This is an optimization exercise on Yosys and OpenROAD, whose aim is small area and a short achievable clock period, not a production implementation. Only simulation tests tie the RTL to the original design; equivalence was not proved. Power figures rest on the tool's default switching activity, not on a simulated workload.

==> design.v <==
`timescale 1ns/1ps
module dma_read_fifo #(
    parameter int  WIDTH     = 8,
    parameter int  PTR_BITS  = 2
) (
    input  logic     rst,
    input  logic     s_axi4l,
    input  logic [WIDTH-1:0] s_data,
    input  logic     s_valid,
    output logic     s_ready,
    output logic [WIDTH-1:0] m_data,
    output logic     m_valid,
    input  logic     m_ready
);
    localparam int DEPTH = 2 ** PTR_BITS;
    logic [WIDTH-1:0]    mem [DEPTH];
    logic [PTR_BITS-1:0] wr_ptr;
    logic [PTR_BITS-1:0] rd_ptr;
    logic [PTR_BITS:0]   count;
    logic                full;
    logic                push;
    logic                pop;
    assign full    = count == (PTR_BITS + 1)'(DEPTH);
    assign s_ready = ~full;
    assign push    = s_valid & s_ready;
    assign pop     = m_valid & m_ready;
    assign m_valid = count != '0;
    assign m_data  = mem[rd_ptr];
    always_ff @(posedge s_axi4l) begin
        if (push) begin
            mem[wr_ptr] <= s_data;
        end
    end
    always_ff @(posedge s_axi4l) begin
        if (rst) begin
            wr_ptr <= '0;
            rd_ptr <= '0;
            count  <= '0;
        end else begin
            if (push) begin
                wr_ptr <= wr_ptr + PTR_BITS'(1);
            end
            if (pop) begin
                rd_ptr <= rd_ptr + PTR_BITS'(1);
            end
            case ({push, pop})
                2'b10:   count <= count + (PTR_BITS + 1)'(1);
                2'b01:   count <= count - (PTR_BITS + 1)'(1);
                default: ;
            endcase
        end
    end
endmodule
`timescale 1ns/1ps
module dma_read_regs (
    input  logic        s_axi4l,
    input  logic        rst,
    input  logic        awvalid,
    output logic        awready,
    input  logic [31:0] awaddr,
    input  logic        wvalid,
    output logic        wready,
    input  logic [31:0] wdata,
    input  logic [3:0]  wstrb,
    output logic        bvalid,
    input  logic        bready,
    output logic [1:0]  bresp,
    input  logic        arvalid,
    output logic        arready,
    input  logic [31:0] araddr,
    output logic        rvalid,
    input  logic        rready,
    output logic [31:0] rdata,
    output logic [1:0]  rresp,
    output logic [68:0] cmd,
    output logic        cmd_valid,
    input  logic        cmd_ready,
    input  logic        busy
);
    localparam logic [29:0] REG_CORE_ID          = 30'h00;
    localparam logic [29:0] REG_CTL_STATUS       = 30'h08;
    localparam logic [29:0] REG_PARAM_ARID       = 30'h10;
    localparam logic [29:0] REG_PARAM_ARADDR     = 30'h11;
    localparam logic [29:0] REG_PARAM_ARLEN      = 30'h12;
    localparam logic [29:0] REG_PARAM_ARSIZE     = 30'h13;
    localparam logic [29:0] REG_PARAM_ARBURST    = 30'h14;
    localparam logic [29:0] REG_PARAM_ARLOCK     = 30'h15;
    localparam logic [29:0] REG_PARAM_ARCACHE    = 30'h16;
    localparam logic [29:0] REG_PARAM_ARPROT     = 30'h17;
    localparam logic [29:0] REG_PARAM_ARQOS      = 30'h18;
    localparam logic [29:0] REG_PARAM_ARREGION   = 30'h19;
    localparam logic [31:0] CORE_ID = 32'haa55_0002;
    logic [29:0] wr_idx;
    logic [29:0] rd_idx;
    logic        wr_en;
    logic        rd_en;
    logic [1:0]  status;
    logic [31:0] wr_word;
    logic        pending;
    logic        bvalid_q;
    logic        rvalid_q;
    logic [31:0] rdata_q;
    logic [7:0]  c_id;
    logic [31:0] c_addr;
    logic [7:0]  c_len;
    logic [2:0]  c_size;
    logic [1:0]  c_burst;
    logic        c_lock;
    logic [3:0]  c_cache;
    logic [2:0]  c_prot;
    logic [3:0]  c_qos;
    logic [3:0]  c_region;
    logic [31:0] wr_value;
    logic [31:0] rd_value;
    always_comb begin
        case (wr_idx)
            REG_CORE_ID:        wr_value = CORE_ID;
            REG_CTL_STATUS:     wr_value = 32'(status);
            REG_PARAM_ARID:     wr_value = 32'(c_id);
            REG_PARAM_ARADDR:   wr_value = 32'(c_addr);
            REG_PARAM_ARLEN:    wr_value = 32'(c_len);
            REG_PARAM_ARSIZE:   wr_value = 32'(c_size);
            REG_PARAM_ARBURST:  wr_value = 32'(c_burst);
            REG_PARAM_ARLOCK:   wr_value = 32'(c_lock);
            REG_PARAM_ARCACHE:  wr_value = 32'(c_cache);
            REG_PARAM_ARPROT:   wr_value = 32'(c_prot);
            REG_PARAM_ARQOS:    wr_value = 32'(c_qos);
            REG_PARAM_ARREGION: wr_value = 32'(c_region);
            default:            wr_value = '0;
        endcase
    end
    always_comb begin
        case (rd_idx)
            REG_CORE_ID:        rd_value = CORE_ID;
            REG_CTL_STATUS:     rd_value = 32'(status);
            REG_PARAM_ARID:     rd_value = 32'(c_id);
            REG_PARAM_ARADDR:   rd_value = 32'(c_addr);
            REG_PARAM_ARLEN:    rd_value = 32'(c_len);
            REG_PARAM_ARSIZE:   rd_value = 32'(c_size);
            REG_PARAM_ARBURST:  rd_value = 32'(c_burst);
            REG_PARAM_ARLOCK:   rd_value = 32'(c_lock);
            REG_PARAM_ARCACHE:  rd_value = 32'(c_cache);
            REG_PARAM_ARPROT:   rd_value = 32'(c_prot);
            REG_PARAM_ARQOS:    rd_value = 32'(c_qos);
            REG_PARAM_ARREGION: rd_value = 32'(c_region);
            default:            rd_value = '0;
        endcase
    end
    assign wr_idx  = awaddr[31:2];
    assign rd_idx  = araddr[31:2];
    assign wr_en   = awvalid & wvalid & (~bvalid_q | bready);
    assign rd_en   = arvalid & (~rvalid_q | rready);
    assign status  = {busy, pending};
    always_comb begin
        for (int i = 0; i < 4; i++) begin
            wr_word[8*i +: 8] = wstrb[i] ? wdata[8*i +: 8] : wr_value[8*i +: 8];
        end
    end
    always_ff @(posedge s_axi4l) begin
        if (rst) begin
            c_id     <= '0;
            c_addr   <= '0;
            c_len    <= '0;
            c_size   <= 3'd3;
            c_burst  <= 2'd1;
            c_lock   <= '0;
            c_cache  <= '0;
            c_prot   <= '0;
            c_qos    <= '0;
            c_region <= '0;
            pending  <= 1'b0;
        end else begin
            if (cmd_ready) begin
                pending <= 1'b0;
            end
            if (wr_en) begin
                case (wr_idx)
                    REG_PARAM_ARID:     c_id     <= wr_word[7:0];
                    REG_PARAM_ARADDR: begin
                        c_addr  <= wr_word;
                        pending <= 1'b1;
                    end
                    REG_PARAM_ARLEN:    c_len    <= wr_word[7:0];
                    REG_PARAM_ARSIZE:   c_size   <= wr_word[2:0];
                    REG_PARAM_ARBURST:  c_burst  <= wr_word[1:0];
                    REG_PARAM_ARLOCK:   c_lock   <= wr_word[0];
                    REG_PARAM_ARCACHE:  c_cache  <= wr_word[3:0];
                    REG_PARAM_ARPROT:   c_prot   <= wr_word[2:0];
                    REG_PARAM_ARQOS:    c_qos    <= wr_word[3:0];
                    REG_PARAM_ARREGION: c_region <= wr_word[3:0];
                    default: ;
                endcase
            end
        end
    end
    assign cmd       = {c_id, c_addr, c_len, c_size, c_burst, c_lock,
                        c_cache, c_prot, c_qos, c_region};
    assign cmd_valid = pending;
    always_ff @(posedge s_axi4l) begin
        if (rst) begin
            bvalid_q <= 1'b0;
            rvalid_q <= 1'b0;
        end else begin
            if (wr_en) begin
                bvalid_q <= 1'b1;
            end else if (bready) begin
                bvalid_q <= 1'b0;
            end
            if (rd_en) begin
                rvalid_q <= 1'b1;
            end else if (rready) begin
                rvalid_q <= 1'b0;
            end
        end
    end
    always_ff @(posedge s_axi4l) begin
        if (rd_en) begin
            rdata_q <= rd_value;
        end
    end
    assign awready = (~bvalid_q | bready) & wvalid;
    assign wready  = (~bvalid_q | bready) & awvalid;
    assign bvalid  = bvalid_q;
    assign bresp   = 2'b00;
    assign arready = ~rvalid_q | rready;
    assign rvalid  = rvalid_q;
    assign rdata   = rdata_q;
    assign rresp   = 2'b00;
endmodule
`timescale 1ns/1ps
module dma_read_issue #(
    parameter int CMD_PTR_BITS = 2
) (
    input  logic        s_axi4l,
    input  logic        rst,
    input  logic [68:0] cmd,
    input  logic        cmd_valid,
    output logic        cmd_ready,
    output logic [68:0] ar,
    output logic        arvalid,
    input  logic        arready,
    input  logic        beat_done,
    output logic        busy
);
    localparam int CNT_BITS = 16;
    logic                ar_hs;
    logic [7:0]          ar_len;
    logic [CNT_BITS-1:0] burst_beats;
    logic [CNT_BITS-1:0] open_beats;
    dma_read_fifo #(
        .WIDTH    (69),
        .PTR_BITS (CMD_PTR_BITS)
    ) cmd_fifo_i (
        .rst     (rst),
        .s_axi4l (s_axi4l),
        .s_data  (cmd),
        .s_valid (cmd_valid),
        .s_ready (cmd_ready),
        .m_data  (ar),
        .m_valid (arvalid),
        .m_ready (arready)
    );
    assign ar_hs       = arvalid & arready;
    assign ar_len      = ar[28:21];
    assign burst_beats = CNT_BITS'(ar_len) + CNT_BITS'(1);
    always_ff @(posedge s_axi4l) begin
        if (rst) begin
            open_beats <= '0;
        end else begin
            open_beats <= open_beats + (ar_hs ? burst_beats : '0) - CNT_BITS'(beat_done);
        end
    end
    assign busy = arvalid | (open_beats != '0);
endmodule
`timescale 1ns/1ps
module dma_read_stream #(
    parameter int DATA_PTR_BITS = 4
) (
    input  logic        s_axi4l,
    input  logic        rst,
    input  logic [63:0] rdata,
    input  logic        rvalid,
    output logic        rready,
    output logic [63:0] tdata,
    output logic        tvalid,
    input  logic        tready,
    output logic        beat_done
);
    dma_read_fifo #(
        .WIDTH    (64),
        .PTR_BITS (DATA_PTR_BITS)
    ) data_fifo_i (
        .rst     (rst),
        .s_axi4l (s_axi4l),
        .s_data  (rdata),
        .s_valid (rvalid),
        .s_ready (rready),
        .m_data  (tdata),
        .m_valid (tvalid),
        .m_ready (tready)
    );
    assign beat_done = tvalid & tready;
endmodule
`timescale 1ns/1ps
module dma_read (
    input  logic        clk,
    input  logic        rst,
    input  logic        s_awvalid,
    output logic        s_awready,
    input  logic [31:0] s_awaddr,
    input  logic        s_wvalid,
    output logic        s_wready,
    input  logic [31:0] s_wdata,
    input  logic [3:0]  s_wstrb,
    output logic        s_bvalid,
    input  logic        s_bready,
    output logic [1:0]  s_bresp,
    input  logic        s_arvalid,
    output logic        s_arready,
    input  logic [31:0] s_araddr,
    output logic        s_rvalid,
    input  logic        s_rready,
    output logic [31:0] s_rdata,
    output logic [1:0]  s_rresp,
    output logic [7:0]  m_arid,
    output logic [31:0] m_araddr,
    output logic [7:0]  m_arlen,
    output logic [2:0]  m_arsize,
    output logic [1:0]  m_arburst,
    output logic        m_arlock,
    output logic [3:0]  m_arcache,
    output logic [2:0]  m_arprot,
    output logic [3:0]  m_arqos,
    output logic [3:0]  m_arregion,
    output logic        m_arvalid,
    input  logic        m_arready,
    input  logic [63:0] m_rdata,
    input  logic        m_rvalid,
    output logic        m_rready,
    output logic [63:0] tdata,
    output logic        tvalid,
    input  logic        tready
);
    logic [68:0] ar;
    logic [68:0] cmd;
    logic        cmd_valid;
    logic        cmd_ready;
    logic        busy;
    logic        beat_done;
    assign m_arid     = ar[68:61];
    assign m_araddr   = ar[60:29];
    assign m_arlen    = ar[28:21];
    assign m_arsize   = ar[20:18];
    assign m_arburst  = ar[17:16];
    assign m_arlock   = ar[15];
    assign m_arcache  = ar[14:11];
    assign m_arprot   = ar[10:8];
    assign m_arqos    = ar[7:4];
    assign m_arregion = ar[3:0];
    dma_read_regs regs_i (
        .s_axi4l   (clk),
        .rst       (rst),
        .awvalid   (s_awvalid),
        .awready   (s_awready),
        .awaddr    (s_awaddr),
        .wvalid    (s_wvalid),
        .wready    (s_wready),
        .wdata     (s_wdata),
        .wstrb     (s_wstrb),
        .bvalid    (s_bvalid),
        .bready    (s_bready),
        .bresp     (s_bresp),
        .arvalid   (s_arvalid),
        .arready   (s_arready),
        .araddr    (s_araddr),
        .rvalid    (s_rvalid),
        .rready    (s_rready),
        .rdata     (s_rdata),
        .rresp     (s_rresp),
        .cmd       (cmd),
        .cmd_valid (cmd_valid),
        .cmd_ready (cmd_ready),
        .busy      (busy)
    );
    dma_read_issue #(
        .CMD_PTR_BITS (2)
    ) issue_i (
        .s_axi4l   (clk),
        .rst       (rst),
        .cmd       (cmd),
        .cmd_valid (cmd_valid),
        .cmd_ready (cmd_ready),
        .ar        (ar),
        .arvalid   (m_arvalid),
        .arready   (m_arready),
        .beat_done (beat_done),
        .busy      (busy)
    );
    dma_read_stream #(
        .DATA_PTR_BITS (4)
    ) stream_i (
        .s_axi4l   (clk),
        .rst       (rst),
        .rdata     (m_rdata),
        .rvalid    (m_rvalid),
        .rready    (m_rready),
        .tdata     (tdata),
        .tvalid    (tvalid),
        .tready    (tready),
        .beat_done (beat_done)
    );
endmodule
==> run.sh <==
#!/bin/bash
# synth_recipe.tcl (not shown) runs the flow's synth.tcl, then flattens the netlist and writes it again
# the make line also repeats each setting of config.mk as NAME=value (left out here)
make -C /OpenROAD-flow-scripts/flow DESIGN_CONFIG=/design/flow/config.mk WORK_HOME=/design/flow/orfs CLKGATE_MAP_FILE= SYNTH_SCRIPT=/design/flow/synth_recipe.tcl finish
==> config.mk <==
export PLATFORM = sky130hd
export DESIGN_NAME = dma_read
export DESIGN_NICKNAME = dma_read
export VERILOG_FILES = /design/flow/design.v
export SDC_FILE = /design/flow/constraint.sdc
export NUM_CORES = 4
export LEC_CHECK = 0
export CAP_MARGIN = 20
export CORE_MARGIN = 2
export CORE_UTILIZATION = 40
export SLEW_MARGIN = 20
==> constraint.sdc <==
create_clock -name core_clock -period 5.0 [get_ports {clk}]
set_input_delay 1.0000 -clock core_clock [delete_from_list [all_inputs] [get_ports {clk}]]
set_output_delay 1.0000 -clock core_clock [all_outputs]
set_load 0.01 [all_outputs]
==> results.txt <==
==> cell families (layout without fill, tap and decap cells) <==
group / after synthesis / in the layout / share of synthesized area, %
simple gates: 357 / 357 / 3.19
buf+inv: 197 / 755 / 1.45
compound gates: 173 / 173 / 2.05
other cells: 1 / 5 / 0.00670
flops: 1446 / 1446 / 75.5
fa+ha+maj: 45 / 45 / 1.05
xor+xnor: 30 / 30 / 0.470
mux: 421 / 421 / 16.2
==> report_power, final <==
group,leakage [uW],total [uW],switching (uW),internal [uW]
clock network,0.00232,10600,4590,6020
registers,0.0128,13700,185,13500
logic,0.00545,4410,2150,2260
total,0.0206,28700,6930,21800
==> registers in the layout (all words and copies together), names as in the netlist, named ones only <==
name / cells
issue_i.cmd_fifo_i.count: 3
issue_i.cmd_fifo_i.mem: 276
issue_i.cmd_fifo_i.rd_ptr: 2
issue_i.cmd_fifo_i.wr_ptr: 2
issue_i.open_beats: 16
regs_i.bvalid_q: 1
regs_i.c_addr: 32
regs_i.c_burst: 2
regs_i.c_cache: 4
regs_i.c_id: 8
regs_i.c_len: 8
regs_i.c_lock: 1
regs_i.c_prot: 3
regs_i.c_qos: 4
regs_i.c_region: 4
regs_i.c_size: 3
regs_i.pending: 1
regs_i.rdata_q: 32
regs_i.rvalid_q: 1
stream_i.data_fifo_i.count: 5
stream_i.data_fifo_i.mem: 1024
stream_i.data_fifo_i.rd_ptr: 4
stream_i.data_fifo_i.wr_ptr: 4
==> synth_stat cells, types with 6 or more instances <==
master / number / share of area [%]
nand4_1: 10 / 0.11
buf_1: 10 / 0.067
nand2_1: 67 / 0.45
nor2b_1: 14 / 0.16
mux2i_1: 27 / 0.48
nor2_1: 109 / 0.73
and3_1: 12 / 0.13
a31oi_1: 6 / 0.067
nand3_1: 50 / 0.45
xor2_1: 19 / 0.30
edfxtp_1: 1332 / 71
xnor2_1: 11 / 0.17
o21ai_0: 14 / 0.13
inv_1: 58 / 0.39
a21oi_1: 57 / 0.51
ha_1: 42 / 0.94
mux4_2: 389 / 16
nor4_1: 13 / 0.15
nor3_1: 16 / 0.14
nor3b_1: 7 / 0.094
dfxtp_1: 114 / 4.1
o22ai_1: 6 / 0.067
buf_2: 43 / 0.38
nand2b_1: 7 / 0.078
a211oi_1: 32 / 0.43
a21o_1: 13 / 0.17
clkbuf_1: 81 / 0.54
and2_1: 28 / 0.31
==> worst min path at each step <==
| stage | from | endpoint | slack, ps |
|---|---|---|---|
| 2_1_floorplan | regs_i.pending | regs_i.pending | 470 |
| 3_3_place_gp | regs_i.c_addr[30] | regs_i.c_addr[30] | 500 |
| 3_5_place_dp | regs_i.c_addr[15] | regs_i.c_addr[15] | 500 |
| 4_1_cts | regs_i.c_addr[15] | regs_i.c_addr[15] | 510 |
| 5_1_grt | regs_i.c_addr[19] | issue_i.cmd_fifo_i.mem[1][48] | 540 |
| 6_report | regs_i.c_addr[15] | regs_i.c_addr[15] | 520 |
==> per-stage QoR <==
stage	power [uW]	area, sq um	std cells	utilization [%]
after global routing	29900	67100	5107	48.2
final	28700	67100	5108	48.2
after floorplan	16700	56000	2673	-
after detailed placement	18400	62400	4833	44.8
after CTS	29100	67100	5107	48.2
after global placement	18300	62400	4833	44.8
==> cell type report <==
class	instances	area (sq um)	area share, %
Clock buffer	190	4040	6.02
Timing Repair Buffer	423	4470	6.66
Inverter	58	218	0.324
Tap cell	1876	2350	3.50
Sequential cell	1446	42300	63.0
Clock inverter	84	703	1.05
Antenna cell	1	2.50	0.00373
Multi-Input combinational cell	1030	13000	19.4
==> worst max-delay path, cell delays in order, from the launching register on <==
cell and delay [ps]:
dfxtp_4 800, buf_4 470, mux4_2 550, mux4_2 530
clkdlybuf4s50_1 510
==> per-layer routing <==
| metal | global-route usage, % | wire [um] | share of wire (%) |
|---|---|---|---|
| met5 | 0 | 126 | 0.095 |
| met2 | 32.2 | 68200 | 51 |
| met1 | 23.0 | 52400 | 39 |
| met3 | 4.58 | 9120 | 6.9 |
| met4 | 5.29 | 2830 | 2.1 |
==> results.txt <==
Final ANT Viol Nets = 0
Initial core utilization = 40.2%
Setup crit end = tdata[53]
Avg WL per Cell = 26.0 um
HP Class = reg2reg
Die extent in x = 378 um
EDFF count, synth = 1332
Clock transition at path regs = 60 ps
CP arrival = 3720 ps
Worst-Skew Late Latency = 780 ps
Max Slew Vio Count = 0
Drt via density = 5.44
Fin. Hold Viols = 0
Synth Flop Type = edfxtp_1
Hpwl dp = 77200 um
Post-Synthesis Cell Area = 56000 sq um
Sequential element share of the synthesized area = 75.5%
Post-layout net count = 3328
Commonest non-fill, non-tap cell in the layout = edfxtp_1
CTS root buf = clkbuf_16
Hold path depth = 2
Crit. End Element = output port
P per Cell Area = 428 nW/um^2
CTS buffer count = 150
Port bufs = 342
Relative slew margins = 35.7%
GRT overflow = 0
Worst setup SP type = flop
Minimum clock period = 4720 ps
Pre-CTS setup slack = 425 ps
Synth Register Bits = 1446
Synth Area per Inst = 21.0 sq um
Worst-margin pin slew = 965 ps
First-pass GRT wire length = 193000 um
Num ports = 351
Clock Sinks = 1446
Layout cells sized above 1 = 22.5%
Vias in the first global route = 29300
Global Route Usage Sum = 18.6%
Max-cap viol count = 0
Unrepaired setup endpoints after global routing = false
Commonest cells after routing, fill and taps aside = 1332 x edfxtp_1, 389 x mux4_2, 341 x clkdlybuf4s50_1, 154 x clkbuf_16, 108 x dfxtp_1
CP Max Fanout = 27
R2r setup slk = 780 ps
Critical path required time = 4000 ps
Setup TNS = 0 ps
Worst VDD drop = 0.358 mV
DRT Pass-1 Iters = 5
H-tree levels = 4
Post-Route WL = 133000 um
GP Congestion = 0.871
Initial antenna violation count = 12
Chip Height = 378 um
Clock Skew = 24.0 ps
# fillers = 11400
DR DRC count = 0
Clock tree from TritonCTS = yes
Syn. warnings = 4
Initial DRC count = 2113
Setup ws final = 285 ps
Part of the cycle the worst path needs = 94.3%
R2R cell count = 13
Reg2reg end = issue_i.open_beats[14]
Area Overhead vs Synth = 19.9%
DR vias = 27800
Status = complete, no violations
Hold Buf Count CTS = 0
Setup bufs post-CTS = 0
WS Path Type = reg2out
FP Rows = 137
Pin count of the biggest net entering global routing = 74
Ys async rst share = 0%
Post_cts resized = 0
Die ar. = 143000 sq um
Syn Inst Count = 2670
Synth cell types = 65
Clock buffer depth = 3
Final setup violation count = 0
LEAKAGE = 0.0206 uW
Core Area = 139000 sq um
Max Fclk = 212 MHz
Hold WS = 516 ps

## what the ideal ports hide
No port has a modelled driver above. Below, the same layout with a new extraction and two added sets of constraints. Step 1 assumes that a clkbuf_16 drives the clock port and a buf_2 every other input. Step 2 times the ports against the registers' clock, not the clock port: input delays grow and output delays shrink by t, the midpoint of the rising clock arrivals with the driver on. Three values: ideal ports, drivers, drivers and shift; two values: the first two.
t (ns): 0.837
setup slack, ns: 0.285 / 0.214 / 0.407
worst hold slack (ns): 0.516 / 0.516 / 0.516
latest minus earliest clock arrival (ns): 0.034 / 0.035
pins driven straight from the clock port: 1
After both steps this run still meets setup and hold. For this run, drivers alone change the setup slack by -0.071 ns; drivers and shift together by +0.122 ns.
